Source: an optimization exercise on an open RTL-to-GDS flow (aim: small area and a short achievable clock period). Production flows keep margins and buffers that such runs may drop.
Only simulation tests tie the RTL to the original design; equivalence was not proved.
Power and IR drop assume default switching activity.

==> v21: inputs <==
## rab_top
module rab_top (
  input  logic        Clk_CI,
  input  logic        Rst_RBI,
  input  logic [31:0] port1_addr,
  input  logic [7:0]  port1_len,
  input  logic [2:0]  port1_size,
  input  logic        port1_rw,
  input  logic [5:0]  port1_ctrl,
  input  logic [31:0] port2_addr,
  input  logic [7:0]  port2_len,
  input  logic [2:0]  port2_size,
  input  logic        port2_rw,
  input  logic [5:0]  port2_ctrl,
  input  logic        port1_valid,
  input  logic        port2_valid,
  input  logic        port1_sent,
  input  logic        port2_sent,
  input  logic        cfg_wen,
  input  logic [3:0]  cfg_addr,
  input  logic [63:0] cfg_data,
  output logic        port1_accept,
  output logic        port1_drop,
  output logic        port2_accept,
  output logic        port2_drop,
  output logic        int_miss,
  output logic        int_prot,
  output logic        int_multi,
  output logic [39:0] out_addr
);
  rab_axi_pkg::axi_req_t     port1_req;
  rab_axi_pkg::axi_req_t     port2_req;
  rab_slice_pkg::cfg_write_t cfg_wr;
  assign port1_req.addr = port1_addr;
  assign port1_req.len  = port1_len;
  assign port1_req.size = port1_size;
  assign port1_req.rw   = port1_rw;
  assign port1_req.ctrl = port1_ctrl;
  assign port2_req.addr = port2_addr;
  assign port2_req.len  = port2_len;
  assign port2_req.size = port2_size;
  assign port2_req.rw   = port2_rw;
  assign port2_req.ctrl = port2_ctrl;
  assign cfg_wr.addr    = cfg_addr;
  assign cfg_wr.data    = cfg_data;
  rab_core u_core (
    .Clk_CI       (Clk_CI),
    .Rst_RBI      (Rst_RBI),
    .port1_req    (port1_req),
    .port2_req    (port2_req),
    .port1_valid  (port1_valid),
    .port2_valid  (port2_valid),
    .port1_sent   (port1_sent),
    .port2_sent   (port2_sent),
    .cfg_wen      (cfg_wen),
    .cfg_wr       (cfg_wr),
    .port1_accept (port1_accept),
    .port1_drop   (port1_drop),
    .port2_accept (port2_accept),
    .port2_drop   (port2_drop),
    .int_miss     (int_miss),
    .int_prot     (int_prot),
    .int_multi    (int_multi),
  ...
Settings: LEC_CHECK=0, ABC_AREA=1, CAP_MARGIN=20, CORE_MARGIN=2, CORE_UTILIZATION=40, CTS_CLUSTER_DIAMETER=60, CTS_CLUSTER_SIZE=25, SETUP_SLACK_MARGIN=5, SLEW_MARGIN=20; clock period 16.0 ns.
standard.sh (not shown) runs the stock make flow with config.mk's settings and CLKGATE_MAP_FILE= SYNTH_SCRIPT=/design/flow/synth_recipe.tcl, a recipe that flattens the netlist after the stock synthesis.
==> flow/flow/run.sh <==
#!/bin/bash
set -euo pipefail
bash standard.sh SETUP_SLACK_MARGIN=8 "BUFFER_PORTS_ARGS=-buffer_cell sky130_fd_sc_hd__buf_1" finish > standard.log 2>&1
==> v31 (differences from v21) <==
--- a/flow/design.v
+++ b/flow/design.v
@@ -14,16 +14,14 @@
     logic [SIZE_WIDTH-1:0] size;   
     logic                  rw;     
     logic [USER_WIDTH-1:0] ctrl;
   } axi_req_t;
   typedef struct packed {
-    virt_addr_t  addr_min;     
-    logic [2:0]  align_lo;     
-    logic [14:0] bytes_m1;     
-    logic        max_wraps;    
-    logic        rw;
-    logic        skip;         
+    virt_addr_t addr_min;   
+    virt_addr_t addr_max;   
+    logic       rw;
+    logic       skip;       
   } burst_range_t;
 endpackage
 package rab_slice_pkg;
   localparam int N_SLICES       = 4;
   localparam int REGS_PER_SLICE = 4;
@@ -63,42 +61,26 @@
   input  rab_axi_pkg::axi_req_t     req,
   output rab_axi_pkg::burst_range_t range
 );
   logic [14:0] bytes_m1;
   logic [2:0]  low_keep;   
-  logic [31:0] aligned;
-  function automatic logic carry15(input logic [14:0] a, input logic [14:0] b);
-    logic [15:0] g, p;
-    g = {1'b0, a & b};
-    p = {1'b1, a | b};
-    for (int w = 1; w < 16; w = w * 2)
-      for (int j = 0; j < 16; j = j + 2 * w)
-      begin
-        g[j] = g[j + w] | (p[j + w] & g[j]);
-        p[j] = p[j + w] & p[j];
-      end
-    carry15 = g[0];
-  endfunction
   always_comb
   begin
     bytes_m1 = (15'(req.len) << req.size) | ~(15'h7fff << req.size);
     case (req.size)
       3'd1:    low_keep = 3'b110;
       3'd2:    low_keep = 3'b100;
       3'd3:    low_keep = 3'b000;
       default: low_keep = 3'b111;
     endcase
-    aligned = {req.addr[31:3], req.addr[2:0] & low_keep};
   end
   always_comb
   begin
-    range.addr_min  = req.addr;
-    range.align_lo  = aligned[2:0];
-    range.bytes_m1  = bytes_m1;
-    range.max_wraps = (&aligned[31:15]) & carry15(aligned[14:0], bytes_m1);
-    range.rw        = req.rw;
-    range.skip      = &req.ctrl;
+    range.addr_min = req.addr;
+    range.addr_max = {req.addr[31:3], req.addr[2:0] & low_keep} + 32'(bytes_m1);
+    range.rw       = req.rw;
+    range.skip     = &req.ctrl;
   end
 endmodule
 import rab_axi_pkg::*;
 import rab_slice_pkg::*;
 module rab_slice_table (
@@ -107,12 +89,11 @@
   input  logic                      cfg_wen,
   input  rab_slice_pkg::cfg_write_t cfg_wr,
   input  rab_axi_pkg::burst_range_t sel_range,
   output logic [N_SLICES-1:0]       slice_hit,
   output logic [N_SLICES-1:0]       slice_perm,   
-  output logic [39:0]               off_sel,      
-  output logic [31:0]               start_sel     
+  output rab_axi_pkg::phys_addr_t   xlat_addr     
 );
   logic [31:0]         start_q  [N_SLICES];
   logic [31:0]         end_q    [N_SLICES];
   logic [39:0]         offset_q [N_SLICES];
   logic [N_SLICES-1:0] start_wr_q, end_wr_q, offset_wr_q;
@@ -163,31 +144,10 @@
           endcase
         end
       end
     end
   end
-  function automatic logic max_le(input logic [31:0] e, input logic [31:0] x,
-                                  input logic [31:0] y, input logic wraps);
-    logic [31:0] s, k, t, g, p;
-    logic        cout, u32, u33;
-    s = e ^ ~x ^ ~y;
-    k = (e & ~x) | (e & ~y) | (~x & ~y);
-    t = {k[30:0], 1'b1};
-    g = s & t;
-    p = s | t;
-    g[0] = g[0] | p[0];   
-    for (int w = 1; w < 32; w = w * 2)
-      for (int j = 0; j < 32; j = j + 2 * w)
-      begin
-        g[j] = g[j + w] | (p[j + w] & g[j]);
-        p[j] = p[j + w] & p[j];
-      end
-    cout = g[0];
-    u32 = k[31] ^ cout;
-    u33 = k[31] & cout;
-    max_le = wraps ? u32 : u33;
-  endfunction
   function automatic logic le32(input logic [31:0] a, input logic [31:0] b);
     logic [31:0] gt, lt;
     gt = a & ~b;
     lt = ~a & b;
     for (int w = 1; w < 32; w = w * 2)
@@ -196,33 +156,31 @@
         gt[j] = gt[j + w] | (~lt[j + w] & gt[j]);
         lt[j] = lt[j + w] | (~gt[j + w] & lt[j]);
       end
     le32 = !gt[0];
   endfunction
-  logic [31:0] max_x, max_y;   
-  logic        max_zero;       
-  assign max_x = {sel_range.addr_min[31:3], sel_range.align_lo};
-  assign max_y = 32'(sel_range.bytes_m1);
-  assign max_zero = ~(max_x[0] ^ max_y[0])
-                    & ((max_x[31:1] ^ max_y[31:1]) == (max_x[30:0] | max_y[30:0]));
+  logic        max_is_zero;
+  logic [39:0] off_sel;
+  logic [31:0] start_sel;
+  assign max_is_zero = ~|sel_range.addr_max;
   always_comb
   begin
     off_sel   = '0;
     start_sel = '0;
     for (int i = 0; i < N_SLICES; i++)
     begin
       slice_hit[i]  = en_q[i]
                       && (!start_wr_q[i] || le32(start_q[i], sel_range.addr_min))
-                      && (end_wr_q[i] ? max_le(end_q[i], max_x, max_y, sel_range.max_wraps)
-                                      : max_zero);
+                      && (end_wr_q[i] ? le32(sel_range.addr_max, end_q[i]) : max_is_zero);
       slice_perm[i] = sel_range.rw ? wr_ok_q[i] : rd_ok_q[i];
       if (slice_hit[i] && !sel_range.skip)
       begin
         if (offset_wr_q[i]) off_sel   = off_sel   | offset_q[i];
         if (start_wr_q[i])  start_sel = start_sel | start_q[i];
       end
     end
+    xlat_addr = off_sel + 40'(sel_range.addr_min) - 40'(start_sel);
   end
 endmodule
 import rab_axi_pkg::*;
 module rab_port_ctrl (
   input  logic                      Clk_CI,
@@ -232,13 +190,11 @@
   input  logic                      port1_sent,
   input  logic                      port2_sent,
   input  logic                      sel_skip,
   input  logic [3:0]                slice_hit,
   input  logic [3:0]                slice_perm,
-  input  logic [39:0]               off_sel,
-  input  logic [31:0]               start_sel,
-  input  logic [31:0]               sel_addr,
+  input  rab_axi_pkg::phys_addr_t   xlat_addr,
   output logic                      select_p1,
   output logic                      port1_accept,
   output logic                      port1_drop,
   output logic                      port2_accept,
   output logic                      port2_drop,
@@ -285,43 +241,17 @@
       int_miss     <= decide & ~sel_skip & ~any_hit;
       int_prot     <= decide & ~sel_skip & any_hit & ~multi_hit & ~perm_ok;
       int_multi    <= decide & ~sel_skip & multi_hit;
     end
   end
-  function automatic logic [39:0] add40(input logic [39:0] a, input logic [39:0] b);
-    logic [39:0] g, p, cg, cp;
-    g  = a & b;
-    p  = a ^ b;
-    cg = g;
-    cp = p;
-    for (int w = 1; w < 40; w = w * 2)
-      for (int j = 39; j >= 0; j--)
-        if ((j / w) % 2 == 1)
-        begin
-          cg[j] = cg[j] | (cp[j] & cg[(j / w) * w - 1]);
-          cp[j] = cp[j] & cp[(j / w) * w - 1];
-        end
-    add40 = p ^ {cg[38:0], 1'b0};
-  endfunction
-  logic [39:0] off_q;
-  logic [31:0] addr_q;
-  logic [31:0] start_q;
-  logic [39:0] csa_a, csa_b, csa_s, csa_k;
-  always_ff @(posedge Clk_CI)
+  always_ff @(posedge Clk_CI or negedge Rst_RBI)
   begin
-    if (idle)
-    begin
-      off_q   <= off_sel;
-      addr_q  <= sel_addr;
-      start_q <= start_sel;
-    end
+    if (!Rst_RBI)
+      out_addr <= '0;
+    else if (idle)
+      out_addr <= xlat_addr;
   end
-  assign csa_a = {8'd0, addr_q};
-  assign csa_b = ~{8'd0, start_q};
-  assign csa_s = off_q ^ csa_a ^ csa_b;
-  assign csa_k = (off_q & csa_a) | (off_q & csa_b) | (csa_a & csa_b);
-  assign out_addr = add40(csa_s, {csa_k[38:0], 1'b1});
 endmodule
 import rab_axi_pkg::*;
 import rab_slice_pkg::*;
 module rab_core (
   input  logic                      Clk_CI,
@@ -342,36 +272,29 @@
   output logic                      int_prot,
   output logic                      int_multi,
   output rab_axi_pkg::phys_addr_t   out_addr
 );
   logic                      select_p1;
-  rab_axi_pkg::burst_range_t port1_range;
-  rab_axi_pkg::burst_range_t port2_range;
-  rab_axi_pkg::burst_range_t sel_range;   
+  rab_axi_pkg::axi_req_t     sel_req;     
+  rab_axi_pkg::burst_range_t sel_range;
   logic [N_SLICES-1:0]       slice_hit;
   logic [N_SLICES-1:0]       slice_perm;
-  logic [39:0]               off_sel;
-  logic [31:0]               start_sel;
-  rab_burst_range u_port1_range (
-    .req   (port1_req),
-    .range (port1_range)
-  );
-  rab_burst_range u_port2_range (
-    .req   (port2_req),
-    .range (port2_range)
+  rab_axi_pkg::phys_addr_t   xlat_addr;
+  assign sel_req = select_p1 ? port1_req : port2_req;
+  rab_burst_range u_range (
+    .req   (sel_req),
+    .range (sel_range)
   );
-  assign sel_range = select_p1 ? port1_range : port2_range;
   rab_slice_table u_slice_table (
     .Clk_CI     (Clk_CI),
     .Rst_RBI    (Rst_RBI),
     .cfg_wen    (cfg_wen),
     .cfg_wr     (cfg_wr),
     .sel_range  (sel_range),
     .slice_hit  (slice_hit),
     .slice_perm (slice_perm),
-    .off_sel    (off_sel),
-    .start_sel  (start_sel)
+    .xlat_addr  (xlat_addr)
   );
   rab_port_ctrl u_port_ctrl (
     .Clk_CI       (Clk_CI),
     .Rst_RBI      (Rst_RBI),
     .port1_valid  (port1_valid),
@@ -379,13 +302,11 @@
     .port1_sent   (port1_sent),
     .port2_sent   (port2_sent),
     .sel_skip     (sel_range.skip),
     .slice_hit    (slice_hit),
     .slice_perm   (slice_perm),
-    .off_sel      (off_sel),
-    .start_sel    (start_sel),
-    .sel_addr     (sel_range.addr_min),
+    .xlat_addr    (xlat_addr),
     .select_p1    (select_p1),
     .port1_accept (port1_accept),
     .port1_drop   (port1_drop),
     .port2_accept (port2_accept),
     .port2_drop   (port2_drop),
==> flow/run.sh (new file) <==
#!/bin/bash
# synth_recipe.tcl (not shown) runs the flow's synth.tcl, then flattens the netlist and writes it again
# the make line also repeats each setting of config.mk as NAME=value (left out here)
make -C /OpenROAD-flow-scripts/flow DESIGN_CONFIG=/design/flow/config.mk WORK_HOME=/design/flow/orfs CLKGATE_MAP_FILE= SYNTH_SCRIPT=/design/flow/synth_recipe.tcl finish
Settings changed: ABC_AREA 1 to not set, CORE_UTILIZATION 40 to 60, CTS_CLUSTER_DIAMETER 60 to not set, CTS_CLUSTER_SIZE 25 to not set.
removed: flow/flow/run.sh
removed: flow/standard.sh
==> v18 (differences from v21) <==
--- a/flow/design.v
+++ b/flow/design.v
@@ -110,12 +110,12 @@
   output logic [N_SLICES-1:0]       slice_hit,
   output logic [N_SLICES-1:0]       slice_perm,   
   output logic [39:0]               off_sel,      
   output logic [31:0]               start_sel     
 );
-  logic [31:0]         start_q  [N_SLICES];
-  logic [31:0]         end_q    [N_SLICES];
+  logic [31:0]         start_n_q [N_SLICES];
+  logic [31:0]         end_n_q   [N_SLICES];
   logic [39:0]         offset_q [N_SLICES];
   logic [N_SLICES-1:0] start_wr_q, end_wr_q, offset_wr_q;
   logic [N_SLICES-1:0] en_q, rd_ok_q, wr_ok_q;
   logic [1:0] slice_sel;
   logic [1:0] field_sel;
@@ -124,13 +124,13 @@
   always_ff @(posedge Clk_CI)
   begin
     for (int i = 0; i < N_SLICES; i++)
     begin
       if (cfg_wen && slice_sel == 2'(i) && field_sel == REG_ADDR_START)
-        start_q[i] <= cfg_wr.data[31:0];
+        start_n_q[i] <= ~cfg_wr.data[31:0];
       if (cfg_wen && slice_sel == 2'(i) && field_sel == REG_ADDR_END)
-        end_q[i] <= cfg_wr.data[31:0];
+        end_n_q[i] <= ~cfg_wr.data[31:0];
       if (cfg_wen && slice_sel == 2'(i) && field_sel == REG_OFFSET)
         offset_q[i] <= cfg_wr.data[39:0];
     end
   end
   always_ff @(posedge Clk_CI or negedge Rst_RBI)
@@ -163,16 +163,16 @@
           endcase
         end
       end
     end
   end
-  function automatic logic max_le(input logic [31:0] e, input logic [31:0] x,
+  function automatic logic max_le(input logic [31:0] e_n, input logic [31:0] x,
                                   input logic [31:0] y, input logic wraps);
     logic [31:0] s, k, t, g, p;
     logic        cout, u32, u33;
-    s = e ^ ~x ^ ~y;
-    k = (e & ~x) | (e & ~y) | (~x & ~y);
+    s = ~(e_n ^ x ^ y);                             
+    k = ~((e_n & x) | (e_n & y) | (x & y));         
     t = {k[30:0], 1'b1};
     g = s & t;
     p = s | t;
     g[0] = g[0] | p[0];   
     for (int w = 1; w < 32; w = w * 2)
@@ -184,21 +184,22 @@
     cout = g[0];
     u32 = k[31] ^ cout;
     u33 = k[31] & cout;
     max_le = wraps ? u32 : u33;
   endfunction
-  function automatic logic le32(input logic [31:0] a, input logic [31:0] b);
-    logic [31:0] gt, lt;
-    gt = a & ~b;
-    lt = ~a & b;
+  function automatic logic start_le(input logic [31:0] s_n, input logic [31:0] a);
+    logic [31:0] g, p;
+    g = a & s_n;
+    p = a | s_n;
+    g[0] = g[0] | p[0];   
     for (int w = 1; w < 32; w = w * 2)
       for (int j = 0; j < 32; j = j + 2 * w)
       begin
-        gt[j] = gt[j + w] | (~lt[j + w] & gt[j]);
-        lt[j] = lt[j + w] | (~gt[j + w] & lt[j]);
+        g[j] = g[j + w] | (p[j + w] & g[j]);
+        p[j] = p[j + w] & p[j];
       end
-    le32 = !gt[0];
+    start_le = g[0];
   endfunction
   logic [31:0] max_x, max_y;   
   logic        max_zero;       
   assign max_x = {sel_range.addr_min[31:3], sel_range.align_lo};
   assign max_y = 32'(sel_range.bytes_m1);
@@ -209,18 +210,18 @@
     off_sel   = '0;
     start_sel = '0;
     for (int i = 0; i < N_SLICES; i++)
     begin
       slice_hit[i]  = en_q[i]
-                      && (!start_wr_q[i] || le32(start_q[i], sel_range.addr_min))
-                      && (end_wr_q[i] ? max_le(end_q[i], max_x, max_y, sel_range.max_wraps)
+                      && (!start_wr_q[i] || start_le(start_n_q[i], sel_range.addr_min))
+                      && (end_wr_q[i] ? max_le(end_n_q[i], max_x, max_y, sel_range.max_wraps)
                                       : max_zero);
       slice_perm[i] = sel_range.rw ? wr_ok_q[i] : rd_ok_q[i];
       if (slice_hit[i] && !sel_range.skip)
       begin
         if (offset_wr_q[i]) off_sel   = off_sel   | offset_q[i];
-        if (start_wr_q[i])  start_sel = start_sel | start_q[i];
+        if (start_wr_q[i])  start_sel = start_sel | ~start_n_q[i];
       end
     end
   end
 endmodule
 import rab_axi_pkg::*;
@@ -292,33 +293,38 @@
     g  = a & b;
     p  = a ^ b;
     cg = g;
     cp = p;
     for (int w = 1; w < 40; w = w * 2)
-      for (int j = 39; j >= 0; j--)
-        if ((j / w) % 2 == 1)
-        begin
-          cg[j] = cg[j] | (cp[j] & cg[(j / w) * w - 1]);
-          cp[j] = cp[j] & cp[(j / w) * w - 1];
-        end
+      for (int j = 2 * w - 1; j < 40; j = j + 2 * w)
+      begin
+        cg[j] = cg[j] | (cp[j] & cg[j - w]);
+        cp[j] = cp[j] & cp[j - w];
+      end
+    for (int w = 16; w >= 1; w = w / 2)
+      for (int j = 3 * w - 1; j < 40; j = j + 2 * w)
+      begin
+        cg[j] = cg[j] | (cp[j] & cg[j - w]);
+        cp[j] = cp[j] & cp[j - w];
+      end
     add40 = p ^ {cg[38:0], 1'b0};
   endfunction
   logic [39:0] off_q;
   logic [31:0] addr_q;
-  logic [31:0] start_q;
+  logic [31:0] start_n_q;   
   logic [39:0] csa_a, csa_b, csa_s, csa_k;
   always_ff @(posedge Clk_CI)
   begin
     if (idle)
     begin
       off_q   <= off_sel;
       addr_q  <= sel_addr;
-      start_q <= start_sel;
+      start_n_q <= ~start_sel;
     end
   end
   assign csa_a = {8'd0, addr_q};
-  assign csa_b = ~{8'd0, start_q};
+  assign csa_b = {8'hff, start_n_q};
   assign csa_s = off_q ^ csa_a ^ csa_b;
   assign csa_k = (off_q & csa_a) | (off_q & csa_b) | (csa_a & csa_b);
   assign out_addr = add40(csa_s, {csa_k[38:0], 1'b1});
 endmodule
 import rab_axi_pkg::*;
==> flow/flow/run.sh (replaced) <==
#!/bin/bash
set -euo pipefail
bash standard.sh SETUP_SLACK_MARGIN=8.5 "BUFFER_PORTS_ARGS=-buffer_cell sky130_fd_sc_hd__buf_1" finish > standard.log 2>&1
Settings changed: CORE_UTILIZATION 40 to 55, PLACE_DENSITY set to 0.75.
==> notes <==
Via count, lowest first: v18, v31, v21.
Sequential share of layout area: v31 < v21 < v18.
The lowest setup slack belongs to v31, the highest to v18.
Against v18, the first-iteration DRC count of v21 is higher by about 3.7%.
Clock skew: v21 is lower than v18 (0.0051 ns).
Sequential power, lowest first: v31, v21, v18.
==> figures <==
Die outline height: v21 284.4 um; v18 239.0 um; v31 218.9 um
Worst Tran Pin Value: v21 1.127 ns; v18 0.8878 ns; v31 1.166 ns
Clock-pin slew reported for the worst setup and hold paths after clock tree synthesis: v21 0.09 ns; v18 0.09 ns; v31 0.06 ns
Wire length of the first global-routing pass: v21 135.4 mm; v18 123.0 mm; v31 133.3 mm
Seq group: v21 0.00187 W; v18 0.00196 W; v31 0.00155 W
Stages on worst setup path: v21 28; v18 17; v31 43
Synthesized area: v21 31440 um2; v18 30370 um2; v31 27700 um2
Number of global-route vias before repair: v21 22740; v18 22510; v31 22270
Total of cells resized after clock tree synthesis: v21 42; v18 51; v31 169
Inverter count: v21 548; v18 388; v31 186
Status: v21 complete, no violations; v18 complete, no violations; v31 complete, no violations
Count of nets after finishing: v21 3963; v18 3602; v31 3124
Detail-routed via count per cell: v21 5.147; v18 5.815; v31 6.718
Final period demand of the worst path: v21 7.772 ns; v18 7.379 ns; v31 12.64 ns

-- what the ideal ports hide --
How much do the figures lean on ideal ports? The routed layouts below were timed once more, with nothing changed but the port constraints.
Step 1 sets driving cells, clkbuf_16 on the clock port and buf_2 on the other inputs (assumed; they add their load-dependent delay and slew).
Step 2 moves the port delays by t, midway between the first and last clock arrival at a register: inputs arrive t later, outputs are due t later. That takes back most of the time a late clock gives input paths.
Slacks: no drivers / after step 1 / after step 2; pairs: no drivers / after step 1.
run | shift t [ns] | setup slack, ns | worst setup path after step 2 | clock arrival spread, ns | worst data-port slew with drivers (ns)
v21 | 0.662 | 8.228 / 8.219 / 7.598 | input to register | 0.042 / 0.042 | 0.11
v31 | 0.669 | 3.357 / 3.357 / 2.688 | input to register | 0.020 / 0.021 | 0.06
v18 | 0.637 | 8.621 / 8.565 / 8.034 | input to register | 0.047 / 0.047 | 0.11
After both steps every run listed still meets setup and hold. The setup slack of v31, which loses most, moves by 0.000 ns with the drivers and by -0.669 ns with both steps.
